This design comes from an exercise in tuning for small area, a short achievable clock period and few clock cycles on the open sky130 flow, not from production work.
Function was checked by simulation only, so behaviour that the tests miss may differ from the original.

==> flow/design.v (outline; a module is shown in full before it is edited, if it fits) <==
// module row_mem: 20 lines
// module weight_fifo: 37 lines
// module weight_load_ctrl: 43 lines
// module dot_lane: 343 lines
// module sys_arr: 712 lines
// module mult_ctrl: 97 lines
// module relu_out_mem: 44 lines
// module tpu_top: 75 lines
module tpu_top #(
    parameter int ARR_N = 4
) (
    input  logic        clk,
    input  logic        rst_n,
    input  logic        in_wr_en,
    input  logic [3:0]  in_wr_addr,
    input  logic [31:0] in_wr_data,
    input  logic        w_wr_en,
    input  logic [3:0]  w_wr_addr,
    input  logic [31:0] w_wr_data,
    input  logic        fill_fifo,
    input  logic        drain_fifo,
    input  logic [3:0]  w_base,
    input  logic        start,
    input  logic [3:0]  in_base,
    input  logic [3:0]  out_base,
    input  logic [3:0]  m_rows,
    input  logic [3:0]  out_rd_addr,
    output logic [71:0] out_rd_data,
    output logic        fill_done,
    output logic        drain_done,
    output logic        busy,
    output logic        done
);
  // ...
==> flow/run.sh <==
#!/bin/bash
# synth_recipe.tcl (not shown) runs the flow's synth.tcl, then flattens the netlist and writes it again
# the make line also repeats each setting of config.mk as NAME=value (left out here)
make -C /OpenROAD-flow-scripts/flow DESIGN_CONFIG=/design/flow/config.mk WORK_HOME=/design/flow/orfs CLKGATE_MAP_FILE= SYNTH_SCRIPT=/design/flow/synth_recipe.tcl finish
==> flow/config.mk <==
export PLATFORM = sky130hd
export DESIGN_NAME = tpu_top
export DESIGN_NICKNAME = tpu_top
export VERILOG_FILES = /design/flow/design.v
export SDC_FILE = /design/flow/constraint.sdc
export NUM_CORES = 4
export LEC_CHECK = 0
export CAP_MARGIN = 20
export CELL_PAD_IN_SITES_DETAIL_PLACEMENT = 1
export CELL_PAD_IN_SITES_GLOBAL_PLACEMENT = 1
export CORE_MARGIN = 2
export CORE_UTILIZATION = 40
export PLACE_DENSITY = 0.45
export SETUP_SLACK_MARGIN = 3.4
export SLEW_MARGIN = 20
==> flow/constraint.sdc <==
create_clock -name core_clock -period 7.0 [get_ports {clk}]
set_input_delay 1.4000 -clock core_clock [delete_from_list [all_inputs] [get_ports {clk}]]
set_output_delay 1.4000 -clock core_clock [all_outputs]
set_load 0.01 [all_outputs]
==> summary.txt, run 1 <==
number of fillers in the final layout=39670; Worst-Skew Late Latency=~1.0 ns; run status=no timing/DRC/antenna violations; placed inst area=173000 um2; gpl congestion=0.890; First-pass DRT Iterations=6; critical path's slowest cell=fa_2; diode count=15; Setup TNS=0 ns; CTS Buffer Depth=4; clock buffer count=462; DP HPWL=421000 um; commonest non-fill, non-tap cells in the layout=2455 x edfxtp_1, 1080 x nand2_1, 999 x inv_1, 887 x mux2_2, 810 x fa_1; leading post-synthesis cells by cell area=edfxtp_1 45%, fa_1 11%, dfxtp_1 7.9%; fin util=0.481; first-pass GRT wire length=approximately 930000 um; CTS hold repair buffers=0; crit path from=u_arr.c0l3_q2[10]; Worst Reg-to-Reg Cells=13; number of cells on the critical path=13; vias in the first global route=114369; Final Hold Viols=0; CP bufs+invs=4; Final ANT Viol Nets=0; count leader, synth=edfxtp_1; Worst Tran Pin Value=1.29 ns; end of the worst register-to-register path=u_out.rd_q[67]; ys async rst share=0; DR vias/cell=6.00; CTS tree=built; port bufs=170; Avg WL per Cell=37.3 um; compound-cell area share of the yosys netlist=0.0873; vias=108378; post-route setup slack=~3.2 ns; Hold Startpoint=u_mult.oidx0_1[2]; GRT met3 Usage=0.0689
Testbench counts, summed over its fixed seeds: cycles 8,674.
==> inputs of run 2 (changes only) <==
--- a/flow/config.mk
+++ b/flow/config.mk
@@ -5,11 +5,11 @@
 export SDC_FILE = /design/flow/constraint.sdc
 export NUM_CORES = 4
 export LEC_CHECK = 0
-export CAP_MARGIN = 20
+export CAP_MARGIN = 40
 export CELL_PAD_IN_SITES_DETAIL_PLACEMENT = 1
 export CELL_PAD_IN_SITES_GLOBAL_PLACEMENT = 1
 export CORE_MARGIN = 2
 export CORE_UTILIZATION = 40
 export PLACE_DENSITY = 0.45
 export SETUP_SLACK_MARGIN = 3.4
-export SLEW_MARGIN = 20
+export SLEW_MARGIN = 40
==> run 2 against run 1 <==
Effect of this change:
- non-clock buffer count rose by 13
- clock skew fell by 0.0088 ns
- highest routed layer unchanged
- area after synthesis did not move
- die area did not move
- first-iteration DRC count fell by 1.5%
==> summary.txt, run 2 <==
run status=no timing/DRC/antenna violations (unchanged); H-tree level count=5 (unchanged); IO Count=175 (unchanged); Residual DRC=0 (unchanged); Worst Tran Pin Value=0.999 ns (was 1.29 ns); total of max-cap violations=0 (unchanged); WL final=669000 um (was 673000 um); root buf cell=clkbuf_16 (unchanged); CTS Buffer Depth=4 (unchanged); Avg WL per Cell=37.0 um (was 37.3 um); CTS tree=built (unchanged); Cell Area, Synth=164000 um2 (unchanged); floorplan row count=235 (unchanged); Slew Viols, Final=0 (unchanged); Cells after Synth=11781 (unchanged); Global Route Usage Sum=0.315 (was 0.318); TritonCTS Buffers=355 (was 356); area grow syn2layout=19.9% (was 19.7%); Synth area leader=edfxtp_1 (unchanged); Placed Cells=16891 (was 16811); first-pass GRT wire length=923000 um (was 930000 um); Synth Flop Type=edfxtp_1 (unchanged); Critical Path AT=4.66 ns (was 4.68 ns); Post-synth EDFFs=2455 (unchanged); gpl congestion=0.890 (unchanged); Layout Cells excl Fill=18080 (was 18058); First-pass DRT Iterations=6 (unchanged); full die area=416000 um2 (unchanged); nets=13590 (was 13580); initial antenna violation count=44 (was 45); DR iter-0 viols=10725 (was 10890); Final ANT Viol Nets=0 (unchanged); ys async rst share=0 (unchanged); fin crit period=3.80 ns (was 3.82 ns); count leader, synth=edfxtp_1 (unchanged); leading cell type in the layout, fill and taps excluded=edfxtp_1 (unchanged); Starting Density=0.402 (unchanged); Synth Register Bits=3107 (unchanged); vias=108366 (was 108378); share of cells above drive strength 1=0.305 (was 0.308); startpoint types=flip-flop (unchanged); Seq/Total Area, Yosys=0.528 (unchanged); post-synth top area share=0.448 (unchanged); Worst Setup End Kind=flip-flop (unchanged); WS Path Type=reg -> reg (unchanged); vias in the first global route=113500 (was 114369); Largest regs=u_out.mem0 x544, u_out.mem1 x544, g_wmem.w_mem.mem x512 (unchanged); commonest non-fill, non-tap cells in the layout=2455 x edfxtp_1, 1080 x nand2_1, 1004 x inv_1, 883 x mux2_2, 816 x fa_1 (was 2455 x edfxtp_1, 1080 x nand2_1, 999 x inv_1, 887 x mux2_2, 810 x fa_1); Fmax=263 MHz (was 262 MHz); DR vias/cell=5.99 (was 6.00); final worst-path cycle share=0.543 (was 0.546); CP required=7.86 ns (about the same); clock slew seen by the registers of the worst setup and hold paths=0.06 ns (about the same); peak fanout along the critical path=7 (was 6); Worst Clk Skew=0.110 ns (was 0.119 ns); DP HPWL=428000 um (was 421000 um); port bufs=170 (unchanged); syn avg cell area=14.0 um2 (unchanged); Final Hold Viols=0 (unchanged); Yosys cell types=83 (unchanged); gr ovfl total=0 (unchanged); RSZ-0062 raised after global routing=true (unchanged); Worst-Skew Late Latency=1.01 ns (was 1.03 ns); CTS Sinks=3107 (unchanged); CTS hold repair buffers=0 (unchanged); hold crit path type=reg -> reg (unchanged); Synth top cells by count=2455 x edfxtp_1, 1085 x nand2_1, 1062 x inv_1, 917 x mux2_2, 912 x fa_1 (unchanged); Syn. warnings=7 (unchanged); Placeable Area=410000 um2 (unchanged); # setup viols final=0 (unchanged); Setup TNS=0 ns (unchanged); Vert. Die Dim=645 um (unchanged); relative slew slack=0.334 (was 0.140); leading post-synthesis cells by cell area=edfxtp_1 45%, fa_1 11%, dfxtp_1 7.9% (unchanged); largest net degree at the start of global routing=137 (unchanged); chip width=645 um (unchanged)
-- run 2: what timing repair did --
action	CTS	global route
gates cloned	44	6
setup buffers	307	132
gates resized for setup	855	384
pin swaps	262	267
setup endpoints to repair	1487	1195
-- run 2: stage by stage --
step                setup WS, ns  cell area, um2  hold WS, ns  utilization
finish                      3.20          197000        0.326        0.482
global route                3.16          197000        0.331        0.482
CTS                         3.18          194000        0.326        0.474
detailed placement          2.10          174000        0.313        0.426
global placement            2.13          173000        0.313        0.423
floorplan                   3.09          165000        0.310            -
-- run 2: critical path: stages, from the launching register on --
cell and delay, ns:
dfxtp_2 0.34, inv_2 0.04, fa_1 0.56, inv_2 0.05, fa_2 0.58, ha_4 0.22
a211oi_4 0.26, o21ai_2 0.11, a2111oi_4 0.46, nor3_2 0.12, or2_4 0.32, buf_6 0.15
buf_16 0.15, a31oi_4 0.23, o22ai_1 0.10
-- run 2: cell type report --
type / count / area [um2]
clock buffers: 473 / 9720
flip-flops and latches: 3107 / 86900
well taps: 5451 / 6820
multi-input cells: 6652 / 74700
diodes: 22 / 55.1
fillers: 39772 / 212000
clock inverters: 183 / 2000
inverters: 1065 / 4010
repair buffers: 1127 / 13000
-- run 2: cells by family after synthesis --
| family | synth area share |
|---|---|
| muxes | 0.151 |
| buffers and inverters | 0.0470 |
| xor gates and xnor gates | 0.00767 |
| and+or+nand+nor | 0.0480 |
| DFF | 0.528 |
| adders and majority gates | 0.132 |
| AOI/OAI and AO/OA | 0.0873 |
| other | 0.0000228 |
-- run 2: worst paths after layout --
| check | cells after the start | slack (ns) | to | start |
|---|---|---|---|---|
| setup / recovery | 14 | 3.20 | u_out.rd_q[0] | u_arr.c0l0_q2[3] |
| hold / removal | 0 | 0.33 | u_mult.widx1[1] | u_mult.oidx1_1[1] |
| setup reg to reg | 14 | 3.20 | u_out.rd_q[0] | u_arr.c0l0_q2[3] |
| hold reg to reg | 0 | 0.33 | u_mult.widx1[1] | u_mult.oidx1_1[1] |
-- run 2: metal layers --
metal / GRT usage / wire length (um) / up-vias
met5: 0 / 115 / -
met1: 0.443 / 289000 / 57982
met3: 0.0639 / 52800 / 1204
li1: - / - / 44298
met2: 0.482 / 295000 / 4866
met4: 0.123 / 32000 / 16
==> inputs of run 3 (changes only) <==
==> flow/config.mk (replaced) <==
export PLATFORM = sky130hd
export DESIGN_NAME = tpu_top
export DESIGN_NICKNAME = tpu_top
export VERILOG_FILES = /design/flow/design.v
export SDC_FILE = /design/flow/constraint.sdc
export NUM_CORES = 4
export LEC_CHECK = 0
export CAP_MARGIN = 20
export CELL_PAD_IN_SITES_DETAIL_PLACEMENT = 1
export CELL_PAD_IN_SITES_GLOBAL_PLACEMENT = 1
export CORE_MARGIN = 2
export CORE_UTILIZATION = 48
export PLACE_DENSITY = 0.52
export SETUP_SLACK_MARGIN = 3.5
export SLEW_MARGIN = 20
==> run 3 against run 2 <==
Effect of this change:
- flip-flop and latch count unchanged
- first-iteration DRC count up 30%
- register-to-register slack worse by 0.06 ns
==> summary.txt, run 3 <==
DR iter-0 viols=13920 (was 10725); CTS Buffer Depth=4 (unchanged); WL met1=264000 um (was 289000 um); critical path's slowest cell=fa_1 (was fa_2); commonest non-fill, non-tap cells in the layout=2455 x edfxtp_1, 1074 x nand2_1, 961 x inv_1, 882 x mux2_2, 806 x fa_1 (was 2455 x edfxtp_1, 1080 x nand2_1, 1004 x inv_1, 883 x mux2_2, 816 x fa_1); register area=87000 um2 (was 86900 um2); clock slew seen by the registers of the worst setup and hold paths=0.06 ns (about the same); FF-to-FF Start=u_arr.c1l0_q0[6] (was u_arr.c0l0_q2[3]); Worst Reg-to-Reg Cells=13 (was 14); ys async rst share=0 (unchanged); Setup TNS=0 ns (unchanged); RSZ-0062 raised after global routing=true (unchanged); Seq/Total Area, Yosys=0.528 (unchanged); DR vias/cell=6.50 (was 5.99); R2R Setup Slk=3.13 ns (was 3.20 ns); end of the worst register-to-register path=u_out.mem1[7][12] (was u_out.rd_q[0]); Starting Density=0.483 (was 0.402); hold crit path type=reg -> reg (unchanged); full die area=347000 um2 (was 416000 um2); WL final=656000 um (was 669000 um); chip width=589 um (was 645 um); cells along the critical path=inv_1 > fa_1 > inv_1 > fa_1 > ha_1 > o21ai_1 > o21ai_4 > a2111oi_4 > buf_4 > o31ai_4 > xor2_2 > buf_6 > and2_4 (was inv_2 > fa_1 > inv_2 > fa_2 > ha_4 > a211oi_4 > o21ai_2 > a2111oi_4 > nor3_2 > or2_4 > buf_6 > buf_16 > a31oi_4 > o22ai_1); Final ANT Viol Nets=0 (unchanged); Cell Area, Synth=164000 um2 (unchanged); total of max-cap violations=0 (unchanged); Synth area leader=edfxtp_1 (unchanged); number of fillers in the final layout=31645 (was 39772); Residual DRC=0 (unchanged); Syn. warnings=7 (unchanged); WS Path Type=reg -> reg (unchanged); area grow syn2layout=19.5% (was 19.9%); Max stage delay on crit path=0.62 ns (was 0.58 ns); floorplan row count=214 (was 235); Top Metal Used=met5 (unchanged); post-synth top area share=0.448 (unchanged); routed wire length on met2=282000 um (was 295000 um); routed length on met3=71100 um (was 52800 um); relative slew slack=0.123 (was 0.334); CP required=7.70 ns (was 7.86 ns); gpl congestion=0.941 (was 0.890); Synth Register Bits=3107 (unchanged); Final Hold Viols=0 (unchanged); CTS Sinks=3107 (unchanged); CTS tree=built (unchanged); nets=13663 (was 13590); Synth top cells by count=2455 x edfxtp_1, 1085 x nand2_1, 1062 x inv_1, 917 x mux2_2, 912 x fa_1 (unchanged); Worst-Skew Late Latency=0.98 ns (was 1.01 ns); TritonCTS Buffers=335 (was 355); gr ovfl total=0 (unchanged); Worst Tran Pin Value=1.32 ns (was 0.999 ns); Worst Clk Skew=0.0589 ns (was 0.110 ns); final worst-path cycle share=0.552 (was 0.543); critical path's top delay family=adder cells (unchanged); CP bufs+invs=4 (unchanged); DP HPWL=404000 um (was 428000 um); # setup viols final=0 (unchanged); Fmax=259 MHz (was 263 MHz); share of cells above drive strength 1=0.320 (was 0.305); leading post-synthesis cells by cell area=edfxtp_1 45%, fa_1 11%, dfxtp_1 7.9% (unchanged); root buf cell=clkbuf_16 (unchanged); Slew Viols, Final=0 (unchanged); First-pass DRT Iterations=6 (unchanged); fin util=0.578 (was 0.482); Largest regs=u_out.mem0 x544, u_out.mem1 x544, g_wmem.w_mem.mem x512 (unchanged); H-tree level count=5 (unchanged); footprint of the multi-input gates=75300 um2 (was 74700 um2); largest net degree at the start of global routing=151 (was 137); peak fanout along the critical path=8 (was 7); count leader, synth=edfxtp_1 (unchanged); fin crit period=3.87 ns (was 3.80 ns); Synth Flop Type=edfxtp_1 (unchanged); Placeable Area=340000 um2 (was 410000 um2); Post-synth EDFFs=2455 (unchanged); first-pass GRT wire length=903000 um (was 923000 um); vias in the first global route=114725 (was 113500); leading cell type in the layout, fill and taps excluded=edfxtp_1 (unchanged); startpoint types=flip-flop (unchanged); IO Count=175 (unchanged); Setup crit end=u_out.mem1[7][12] (was u_out.rd_q[0]); Yosys cell types=83 (unchanged); crit path from=u_arr.c1l0_q0[6] (was u_arr.c0l0_q2[3]); Avg WL per Cell=38.1 um (was 37.0 um); Global Route Usage Sum=0.369 (was 0.315); Vert. Die Dim=589 um (was 645 um); vias=111947 (was 108366); syn avg cell area=14.0 um2 (unchanged); number of cells on the critical path=13 (was 14); Hold Startpoint=u_mult.oidx0_1[0] (was u_mult.oidx1_1[1]); initial antenna violation count=49 (was 44); run status=no timing/DRC/antenna violations (unchanged); port bufs=170 (unchanged); Cells after Synth=11781 (unchanged); Critical Path AT=4.57 ns (was 4.66 ns); Worst Setup End Kind=flip-flop (unchanged)
-- run 3: cell counts after synthesis --
Identical to the previous run, type by type.
-- run 3: layout make-up --
| class | instances | share of cell area |
|---|---|---|
| clock buffer | 445 | 0.0468 |
| inverter | 1065 | 0.0204 |
| timing repair buffer | 1210 | 0.0682 |
| sequential | 3107 | 0.443 |
| multi-input combinational | 6662 | 0.383 |
| antenna | 19 | 0.000242 |
| clock inverter | 173 | 0.00999 |
| tap | 4536 | 0.0289 |
-- run 3: worst register-to-register path, cell delays in order, from the launching register on --
cell	delay [ns]
dfxtp_1	0.47
inv_1	0.10
fa_1	0.49
inv_1	0.05
fa_1	0.62
ha_1	0.33
o21ai_1	0.22
o21ai_4	0.10
a2111oi_4	0.46
buf_4	0.20
o31ai_4	0.08
xor2_2	0.16
buf_6	0.15
and2_4	0.19
-- run 3: cells by family after synthesis --
| group | count (synthesis) | synth area share |
|---|---|---|
| adders and majority gates | 1183 | 0.132 |
| AOI/OAI and AO/OA | 1908 | 0.0873 |
| xor gates and xnor gates | 144 | 0.00767 |
| muxes | 1643 | 0.151 |
| and+or+nand+nor | 1770 | 0.0480 |
| DFF | 3107 | 0.528 |
| buffers and inverters | 2025 | 0.0470 |
| other | 1 | 0.0000228 |
-- run 3: metal layers --
metal	GRT usage	vias to the layer above
met5	0.00424	-
met4	0.176	24
met3	0.102	1639
met2	0.541	6863
met1	0.510	59000
li1	-	44421
-- run 3: worst min-delay path by stage --
stage,slack [ns],cells past startpoint,to
4_1_cts,0.33,0,u_mult.widx0[0]
6_report,0.32,0,u_mult.widx0[0]
3_3_place_gp,0.32,0,u_mult.widx1[0]
3_5_place_dp,0.32,0,u_mult.widx0[0]
2_1_floorplan,0.31,0,u_mult.widx0[0]
5_1_grt,0.34,0,u_mult.widx1[1]
-- run 3: stage by stage --
step | hold slack (ns) | setup slack [ns] | std cells | instance area [um2]
after floorplan | 0.310 | 3.05 | 11784 | 165000
after global placement | 0.316 | 2.26 | 15869 | 172000
after detailed placement | 0.319 | 2.23 | 15874 | 172000
after CTS | 0.329 | 3.24 | 17003 | 192000
after global routing | 0.339 | 3.04 | 17203 | 197000
final | 0.325 | 3.13 | 17217 | 197000
-- run 3: repair_timing --
item | in CTS | in global routing
buffers inserted | 462 | 186
endpoints found under the setup margin | 1560 | 1277
cloned | 49 | 9
hold buffers | 0 | 0
pin swaps | 259 | 374
gates resized for setup | 933 | 570
endpoints found under the hold margin | 0 | 0

-- port drivers added, routing unchanged --
No port has a modelled driver above. Below, the same layouts with a new extraction and two added sets of constraints.
Step 1 assumes that a clkbuf_16 drives the clock port and a buf_2 every other input.
Step 2 adds t to the input delays and takes it off the output delays; t is the mean of the earliest and latest rising clock arrival at the registers after step 1. Input paths then give back, and output paths get back, about the clock's delay inside the block.
a / b / c = ideal ports / drivers / drivers and shift; a / b = the first two.
run	t (ns)	setup WS [ns]	worst hold slack (ns)
run 1	1.095	3.179 / 3.179 / 2.622	0.327 / 0.327 / 0.327
run 2	1.075	3.197 / 3.197 / 2.665	0.326 / 0.326 / 0.326
run 3	1.077	3.133 / 3.133 / 2.615	0.325 / 0.325 / 0.325
After both steps setup and hold are still met in every run listed. For run 1, which loses most, drivers alone change the setup slack by 0.000 ns; drivers and shift together by -0.557 ns.
